From an optimization exercise on the open Yosys and OpenROAD flow, aimed at a short achievable clock period and few clock cycles; shortcuts taken in it are not production practice.
No functional check of the RTL was part of this run.
No activity file was given, so power comes from the tool's default toggle rates.

$ cat design.v
module addSubUnit
(
   input  logic [3:0]  op,
   input  logic [15:0] a,
   input  logic [15:0] b,
   output logic [15:0] res
);
   always_comb
   begin
      case (op[1:0])
         2'd1:    res = a + b;
         2'd2:    res = a - b;
         default: res = 16'(a * b);
      endcase
   end
endmodule
module divRows
#(
   parameter int First = 0,
   parameter int Last  = 16
)
(
   input  logic [15:0] remIn,     
   input  logic [15:0] quoIn,     
   input  logic [15:0] a,         
   input  logic [15:0] b,         
   output logic [15:0] remOut,
   output logic [15:0] quoOut
);
   always_comb
   begin
      logic [16:0] r;
      logic [16:0] rs;
      logic [16:0] mask;
      logic        ge;
      r      = {1'b0, remIn};
      quoOut = quoIn;
      for (int k = First; k < Last; k++)
      begin
         mask = 17'((32'd1 << (k + 1)) - 1);
         rs   = {r[15:0], a[15 - k]} & mask;
         ge   = (rs >= {1'b0, b});
         r    = (ge ? (rs - {1'b0, b}) : rs) & mask;
         quoOut[15 - k] = ge;
      end
      remOut = r[15:0];
   end
endmodule
module tomasuloCore
(
   input  logic        Clock,
   input  logic        rst,
   input  logic        progWrite,
   input  logic [5:0]  progAddr,
   input  logic [15:0] progWord,
   input  logic        start,
   input  logic [6:0]  progLength,
   input  logic [3:0]  regAddr,
   output logic [15:0] regData,
   output logic        done
);
   localparam int DivSplit = 8;         
   logic [15:0] progMem [0:63];         
   logic [15:0] arch    [0:15];         
   logic [15:0] work    [0:15];         
   logic [15:0] workNext [0:15];
   logic [6:0]  pc;                     
   logic [6:0]  wrPtr;                  
   logic [6:0]  progLen;                
   logic        inOrder;                
   logic        running;
   logic        divBusy;
   logic [3:0]  divDest;
   logic [15:0] divRem;
   logic [15:0] divQuo;
   logic [15:0] divA;
   logic [15:0] divB;
   logic [15:0] instr;
   logic [3:0]  op, dest, srcJ, srcK;
   logic        isReal, isDiv;
   logic        avail, hazard, issue;
   logic [15:0] opA, opB;
   logic [15:0] aluRes;
   logic        aluWrite, divStart;
   logic [15:0] div1Rem, div1Quo;
   logic [15:0] div2Rem, divRes;
   logic [6:0]  pcNext;
   logic        finish;
   logic        rollback;
   assign instr  = progMem[pc[5:0]];
   assign op     = instr[15:12];
   assign dest   = instr[11:8];
   assign srcJ   = instr[7:4];
   assign srcK   = instr[3:0];
   assign isReal = (op >= 4'd1) && (op <= 4'd4);
   assign isDiv  = (op == 4'd4);
   assign avail  = running ? (pc < progLen) : (inOrder && (pc < wrPtr));
   assign hazard = isReal && divBusy &&
                   ((divDest == srcJ) || (divDest == srcK) || (divDest == dest));
   assign issue  = avail && !hazard;
   assign pcNext = pc + (issue ? 7'd1 : 7'd0);
   assign opA = work[srcJ];
   assign opB = work[srcK];
   addSubUnit u_alu (.op(op), .a(opA), .b(opB), .res(aluRes));
   assign aluWrite = issue && isReal && !isDiv;
   assign divStart = issue && isDiv;
   divRows #(.First(0), .Last(DivSplit)) u_div1 (
      .remIn(16'd0), .quoIn(16'd0), .a(opA), .b(opB),
      .remOut(div1Rem), .quoOut(div1Quo)
   );
   divRows #(.First(DivSplit), .Last(16)) u_div2 (
      .remIn(divRem), .quoIn(divQuo), .a(divA), .b(divB),
      .remOut(div2Rem), .quoOut(divRes)
   );
   always_comb
   begin
      for (int i = 0; i < 16; i++)
      begin
         workNext[i] = work[i];
         if (divBusy && (divDest == 4'(i)))
            workNext[i] = divRes;
         if (aluWrite && (dest == 4'(i)))
            workNext[i] = aluRes;
      end
   end
   assign finish   = running && (pcNext == progLen) && !divStart;
   assign rollback = start && (!inOrder || (pcNext > progLength));
   assign regData = arch[regAddr];
   always_ff @(posedge Clock)
   begin
      if (progWrite)
         progMem[progAddr] <= progWord;
   end
   always_ff @(posedge Clock)
   begin
      if (rst)
      begin
         for (int i = 0; i < 16; i++)
         begin
            arch[i] <= 16'(i);
            work[i] <= 16'(i);
         end
         pc      <= 7'd0;
         wrPtr   <= 7'd0;
         progLen <= 7'd0;
         inOrder <= 1'b1;
         running <= 1'b0;
         done    <= 1'b0;
         divBusy <= 1'b0;
      end
      else
      begin
         if (running)
            for (int i = 0; i < 16; i++)
               arch[i] <= workNext[i];
         if (rollback)
         begin
            for (int i = 0; i < 16; i++)
               work[i] <= arch[i];
            pc      <= 7'd0;
            divBusy <= 1'b0;
         end
         else
         begin
            for (int i = 0; i < 16; i++)
               work[i] <= workNext[i];
            pc      <= pcNext;
            divBusy <= divStart;
         end
         if (divStart)
         begin
            divDest <= dest;
            divRem  <= div1Rem;
            divQuo  <= div1Quo;
            divA    <= opA;
            divB    <= opB;
         end
         if (progWrite)
         begin
            if ({1'b0, progAddr} == wrPtr)
               wrPtr <= wrPtr + 7'd1;
            else
               inOrder <= 1'b0;
         end
         if (start)
         begin
            running <= 1'b1;
            progLen <= progLength;
            done    <= 1'b0;
         end
         else if (finish)
         begin
            running <= 1'b0;
            done    <= 1'b1;
            pc      <= 7'd0;
            wrPtr   <= 7'd0;
            inOrder <= 1'b1;
         end
      end
   end
endmodule
$ cat run.sh
#!/bin/bash
# synth_recipe.tcl (not shown) runs the flow's synth.tcl, then flattens the netlist and writes it again
# the make line also repeats each setting of config.mk as NAME=value (left out here)
make -C /OpenROAD-flow-scripts/flow DESIGN_CONFIG=/design/flow/config.mk WORK_HOME=/design/flow/orfs CLKGATE_MAP_FILE= SYNTH_SCRIPT=/design/flow/synth_recipe.tcl finish
$ cat config.mk
export PLATFORM = sky130hd
export DESIGN_NAME = tomasuloCore
export DESIGN_NICKNAME = tomasuloCore
export VERILOG_FILES = /design/flow/design.v
export SDC_FILE = /design/flow/constraint.sdc
export NUM_CORES = 4
export LEC_CHECK = 0
export CAP_MARGIN = 20
export CORE_MARGIN = 2
export CORE_UTILIZATION = 40
export SLEW_MARGIN = 20
$ cat constraint.sdc
create_clock -name core_clock -period 30.0 [get_ports {Clock}]
set_input_delay 6.0000 -clock core_clock [delete_from_list [all_inputs] [get_ports {Clock}]]
set_output_delay 6.0000 -clock core_clock [all_outputs]
set_load 0.01 [all_outputs]
==> results.txt <==
[cells by family after synthesis]
kind of cell	count (synthesis)	share of synthesized area
simple gates	2113	0.112
compound gates	1630	0.128
flops	1605	0.513
buf+inv	810	0.0412
mux	808	0.131
fa+ha+maj	331	0.0581
xor+xnor	159	0.0173
[power groups by stage]
stage | Combinational (mW) | Sequential (mW) | Clock [mW]
4_1_cts | 1.13 | 2.40 | 2.10
3_3_place_gp | 1.11 | 2.45 | 0
3_5_place_dp | 1.12 | 2.45 | 0
5_1_grt | 1.22 | 2.40 | 2.19
6_report | 1.16 | 2.40 | 2.09
2_1_floorplan | 0.719 | 2.43 | 0
[metrics by stage]
| stage | power [mW] | cells | hold slack (ns) | cell area (um2) | util |
|---|---|---|---|---|---|
| 2_1_floorplan | 3.15 | 7456 | 0.444 | 83500 | - |
| 5_1_grt | 5.81 | 10300 | 0.484 | 92900 | 0.448 |
| 3_5_place_dp | 3.57 | 10000 | 0.459 | 87400 | 0.422 |
| 3_3_place_gp | 3.56 | 10000 | 0.452 | 87400 | 0.422 |
| 4_1_cts | 5.63 | 10300 | 0.451 | 92900 | 0.448 |
| 6_report | 5.65 | 10300 | 0.453 | 92900 | 0.448 |
[worst min-delay path by stage]
| stage | from | endpoint | cells after the start |
|---|---|---|---|
| floorplan | arch[1][13] | work[1][13] | 2 |
| global placement | arch[6][11] | work[6][11] | 2 |
| detailed placement | arch[15][12] | work[15][12] | 2 |
| CTS | arch[13][13] | work[13][13] | 2 |
| global route | arch[5][14] | work[5][14] | 2 |
| finish | arch[13][13] | work[13][13] | 2 |
[Yosys cell counts (44+ instances only)]
library cell	n
sky130_fd_sc_hd__edfxtp_1	1068
sky130_fd_sc_hd__nand2_1	948
sky130_fd_sc_hd__nor2_1	584
sky130_fd_sc_hd__dfxtp_1	537
sky130_fd_sc_hd__a21oi_1	511
sky130_fd_sc_hd__mux2i_1	438
sky130_fd_sc_hd__clkbuf_1	337
sky130_fd_sc_hd__inv_1	290
sky130_fd_sc_hd__o21ai_0	275
sky130_fd_sc_hd__ha_1	236
sky130_fd_sc_hd__mux4_2	208
sky130_fd_sc_hd__a22oi_1	185
sky130_fd_sc_hd__mux2_2	159
sky130_fd_sc_hd__xnor2_1	111
sky130_fd_sc_hd__fa_1	95
sky130_fd_sc_hd__nand3_1	93
sky130_fd_sc_hd__a211oi_1	88
sky130_fd_sc_hd__nor2b_1	73
sky130_fd_sc_hd__nor3_1	71
sky130_fd_sc_hd__buf_2	68
sky130_fd_sc_hd__nand4_1	67
sky130_fd_sc_hd__nand2b_1	61
sky130_fd_sc_hd__a21o_1	59
sky130_fd_sc_hd__and2_1	58
sky130_fd_sc_hd__o221ai_1	58
sky130_fd_sc_hd__buf_1	52
sky130_fd_sc_hd__o211ai_1	50
sky130_fd_sc_hd__xor2_1	44
[tightest hold or removal path: cells and delay by family, from the launching register on]
family,cells,cell delay [ns]
flip-flops,1,0.32
AND/OR/NAND/NOR,1,0.06
AO/OA/AOI/OAI,1,0.05
[state kept, by name, indices dropped and copies added, names as in the netlist, 4 cells and up]
| register | cells |
|---|---|
| progMem | 1024 |
| divDest | 4 |
| work | 256 |
| divB | 16 |
| progLen | 7 |
| arch | 256 |
| divQuo | 8 |
| divRem | 8 |
| wrPtr | 7 |
| divA | 8 |
| pc | 7 |
[cells in the final DEF, fill, tap and decap left out, types with 44 or more instances in the layout]
cell,count
sky130_fd_sc_hd__ha_1,236
sky130_fd_sc_hd__nand2_1,938
sky130_fd_sc_hd__nand2b_1,60
sky130_fd_sc_hd__dfxtp_1,533
sky130_fd_sc_hd__nor2_1,553
sky130_fd_sc_hd__and2_1,58
sky130_fd_sc_hd__a21o_1,59
sky130_fd_sc_hd__clkbuf_16,170
sky130_fd_sc_hd__mux4_2,208
sky130_fd_sc_hd__nor3_1,52
sky130_fd_sc_hd__inv_1,289
sky130_fd_sc_hd__fa_1,95
sky130_fd_sc_hd__o211ai_1,50
sky130_fd_sc_hd__edfxtp_1,1068
sky130_fd_sc_hd__xnor2_1,111
sky130_fd_sc_hd__a211oi_1,87
sky130_fd_sc_hd__buf_4,233
sky130_fd_sc_hd__o221ai_1,58
sky130_fd_sc_hd__a22oi_1,185
sky130_fd_sc_hd__a21oi_1,505
sky130_fd_sc_hd__mux2i_1,438
sky130_fd_sc_hd__nand4_1,67
sky130_fd_sc_hd__nand3_1,89
sky130_fd_sc_hd__o21ai_0,274
sky130_fd_sc_hd__nor2b_1,70
sky130_fd_sc_hd__mux2_2,159
sky130_fd_sc_hd__xor2_1,44
[area by class of cell]
cell class,instances,area share
Tap cell,2788,0.0375
Sequential cell,1605,0.461
Multi-Input combinational cell,5041,0.406
Clock buffer,224,0.0494
Inverter,294,0.0119
Clock inverter,79,0.00899
Timing Repair Buffer,290,0.0248
Antenna cell,8,0.000215
[metal layers]
metal | part of all wire | vias up
met2 | 0.45 | 3513
li1 | - | 27300
met3 | 0.095 | 907
met5 | 0.00032 | -
met1 | 0.39 | 31600
met4 | 0.062 | 16
==> tab_implementation.tex <==
\begin{tabular}{lr}
\hline
Metric & Value \\
\hline
\multicolumn{2}{l}{\textbf{Detailed routing}} \\
\quad Detailed Routing Iterations Pass 1 & 8 \\
\quad Iteration-0 DRC Markers & 8371 \\
\quad Vias post-DR & 63300 \\
\quad Final ANT Viol Nets & 0 \\
\quad Total Routed Length & 309000 um \\
\quad Routed vias/inst & 6.13 \\
\quad Wire per inst & 30.0 um \\
\quad DRC Markers & 0 \\
\multicolumn{2}{l}{\textbf{Global routing}} \\
\quad Number of global-route vias before repair & 59900 \\
\quad Largest net degree at the start of global routing & 175 \\
\quad Overflow left after global routing & 0 \\
\quad Met2 usage in global routing & 0.444 \\
\quad Initial antenna violation count & 19 \\
\quad GRT Total Usage & 0.285 \\
\quad Met3 capacity usage during global routing & 0.0581 \\
\quad First-pass GRT wire length & 437000 um \\
\quad Met1 layer usage reported by global route & 0.372 \\
\quad Busiest grt layer & met2 \\
\multicolumn{2}{l}{\textbf{Synth}} \\
\quad Async set-or-reset flop fraction in the synthesized netlist & 0 \\
\quad Area share of the leading cell type in the synthesized netlist & 0.384 \\
\quad Number of synthesized register bits & 1605 \\
\quad Count of synthesis-stage warnings from yosys & 7 \\
\quad Number of unique standard cell types used by synthesis & 106 \\
\quad Top cells by area, synth & sky130\_fd\_sc\_hd\_\_edfxtp\_1, sky130\_fd\_sc\_hd\_\_dfxtp\_1, sky130\_fd\_sc\_hd\_\_mux4\_2 \\
\quad Instance count of the mapped netlist & 7456 \\
\quad Library cell with the largest summed area after synthesis & sky130\_fd\_sc\_hd\_\_edfxtp\_1 \\
\quad Net count after synthesis & 7824 \\
\quad Number of synthesized flops with an enable pin & 1068 \\
\quad Area of the mapped netlist & 83500 um2 \\
\quad Synthesized area divided by synthesized cell count & 11.2 um2 \\
\quad Most instantiated flip-flop cell in the synthesis netlist & sky130\_fd\_sc\_hd\_\_edfxtp\_1 \\
\quad Portion of the post-synthesis area used by sequential elements & 0.513 \\
\multicolumn{2}{l}{\textbf{Die}} \\
\quad Rows & 167 \\
\quad DIE HEIGHT & 461 um \\
\quad Area of the placeable core & 207000 um2 \\
\quad Area of the die & 213000 um2 \\
\quad Starting utilization of the core area & 0.403 \\
\quad Die Wd & 461 um \\
\quad Total I/O pin count & 54 \\
\multicolumn{2}{l}{\textbf{Power and ir drop}} \\
\quad Internal power of the cells & 3.91 mW \\
\quad Clock power share & 0.369 \\
\quad Power share of the sequential group & 0.425 \\
\quad Sw frac & 0.307 \\
\quad Cell leakage power & 32.6 nW \\
\quad Worst voltage drop across the vdd grid & 66.2 uV \\
\quad Ratio of total power to cell area & 60.8 nW/um2 \\
\quad Combinational fraction of design power & 0.206 \\
\quad Total net switching power & 1.73 mW \\
\multicolumn{2}{l}{\textbf{Run}} \\
\quad Max cap viols & 0 \\
\multicolumn{2}{l}{\textbf{Setup path}} \\
\quad Kind of cell with the highest combined delay on the critical path & compound AO/OA/AOI/OAI gates \\
\quad Required time at the worst-slack endpoint & 30.64 ns \\
\quad Data arrival time at the worst-slack endpoint & 26.28 ns \\
\quad Critical Path End & arch[2][0] \\
\quad Critical Path Sink Type & flip-flop \\
\quad Worst Path Class, Setup & reg -> reg \\
\quad Number of cells on the critical path & 110 \\
\quad R2R Path Start & divB[1] \\
\quad Sort of element at the start of the critical path & flip-flop \\
\quad CP peak stage delay & 0.74 ns \\
\quad Library cell appearing most often on the critical path & sky130\_fd\_sc\_hd\_\_o21ai\_0 \\
\quad Slowest stage cell on the critical path & sky130\_fd\_sc\_hd\_\_a21oi\_1 \\
\quad CP max FO & 35 \\
\quad Reg2reg setup slack & 4.36 ns \\
\quad Count of buffering cells on the critical path with inverters included & 8 \\
\quad Length in cells of the worst reg-to-reg path & 110 \\
\quad Worst reg2reg endpoint & arch[2][0] \\
\quad First element of the critical path & divB[1] \\
\multicolumn{2}{l}{\textbf{CTS}} \\
\quad Number of buffers added to fix hold violations after cts & 0 \\
\quad Number of clock buffers inserted by TritonCTS & 166 \\
\quad CTS tree & yes \\
\quad Post-CTS setup buffers & 0 \\
\quad Buffer type at the clock tree root & sky130\_fd\_sc\_hd\_\_clkbuf\_16 \\
\quad Clock transition time at the flip-flop clock pins of the worst setup and hold paths & 0.07 ns \\
\quad CTS sink cnt & 1605 \\
\quad Number of H-tree levels & 4 \\
\quad Clk buf depth & 3 \\
\quad Count of instances resized after the clock tree is built & 0 \\
\quad Clock latency reported for the late side of the worst-skew pair & 0.85 ns \\
\multicolumn{2}{l}{\textbf{Timing}} \\
\quad Final critical path time including I/O delays and setup & 25.64 ns \\
\quad Smallest setup slack after layout & 4.36 ns \\
\quad Max Slew Vio Count & 0 \\
\quad Maximum operating frequency & 39.0 MHz \\
\quad Final hold violation count & 0 \\
\quad Total of endpoints with negative setup slack in the final report & 0 \\
\quad RSZ-0062 raised after global routing & no \\
\quad Final worst path period share & 0.855 \\
\quad Slew headroom & 0.0935 \\
\quad Worst Tran Pin Value & 1.35 ns \\
\quad Aggregate negative setup slack & 0 ns \\
\quad Worst Clk Skew & 0.0579 ns \\
\multicolumn{2}{l}{\textbf{Final layout}} \\
\quad Net count, final & 7766 \\
\quad Relative area change from synthesis to final layout & 11.3\% \\
\quad Share of layout cells above drive strength 1 & 0.136 \\
\quad Area taken by flip-flops and latches & 42800 um2 \\
\quad Count of fill cells added during filler insertion & 19000 \\
\quad Area of combinational cells with multiple inputs & 37800 um2 \\
\multicolumn{2}{l}{\textbf{Run status}} \\
\quad Outcome & no timing/DRC/antenna violations \\
\multicolumn{2}{l}{\textbf{Place}} \\
\quad Pre-CTS setup slack & 4.66 ns \\
\quad Post-detailed-placement half-perimeter wirelength & 192000 um \\
\quad Final Wtd Congestion & 0.987 \\
\quad Input/output buffers & 53 \\
\multicolumn{2}{l}{\textbf{Worst hold path}} \\
\quad Worst min-delay path class & reg -> reg \\
\hline
\end{tabular}

-- static timing again, ports no longer ideal --
The flow's constraints put no driver on any port. The routed layout listed below was extracted and timed again, unchanged, in two steps.
Step 1, drivers: a clkbuf_16 drives Clock and a buf_2 each remaining input, both assumed.
Step 2 also shifts input and output timing later by t, the mid clock arrival at the registers, as if the neighbouring blocks saw the same clock.
Slacks: no drivers / after step 1 / after step 2; pairs: no drivers / after step 1.
shift t [ns]: 0.907
setup WS [ns]: 4.358 / 4.358 / 4.358
worst setup path after step 2: register to register
worst data-port slew with drivers (ns): 0.14
pins driven straight from the clock port: 1
After both steps setup and hold are still met in this run. The setup slack of this run moves by 0.000 ns with the drivers and by 0.000 ns with both steps.
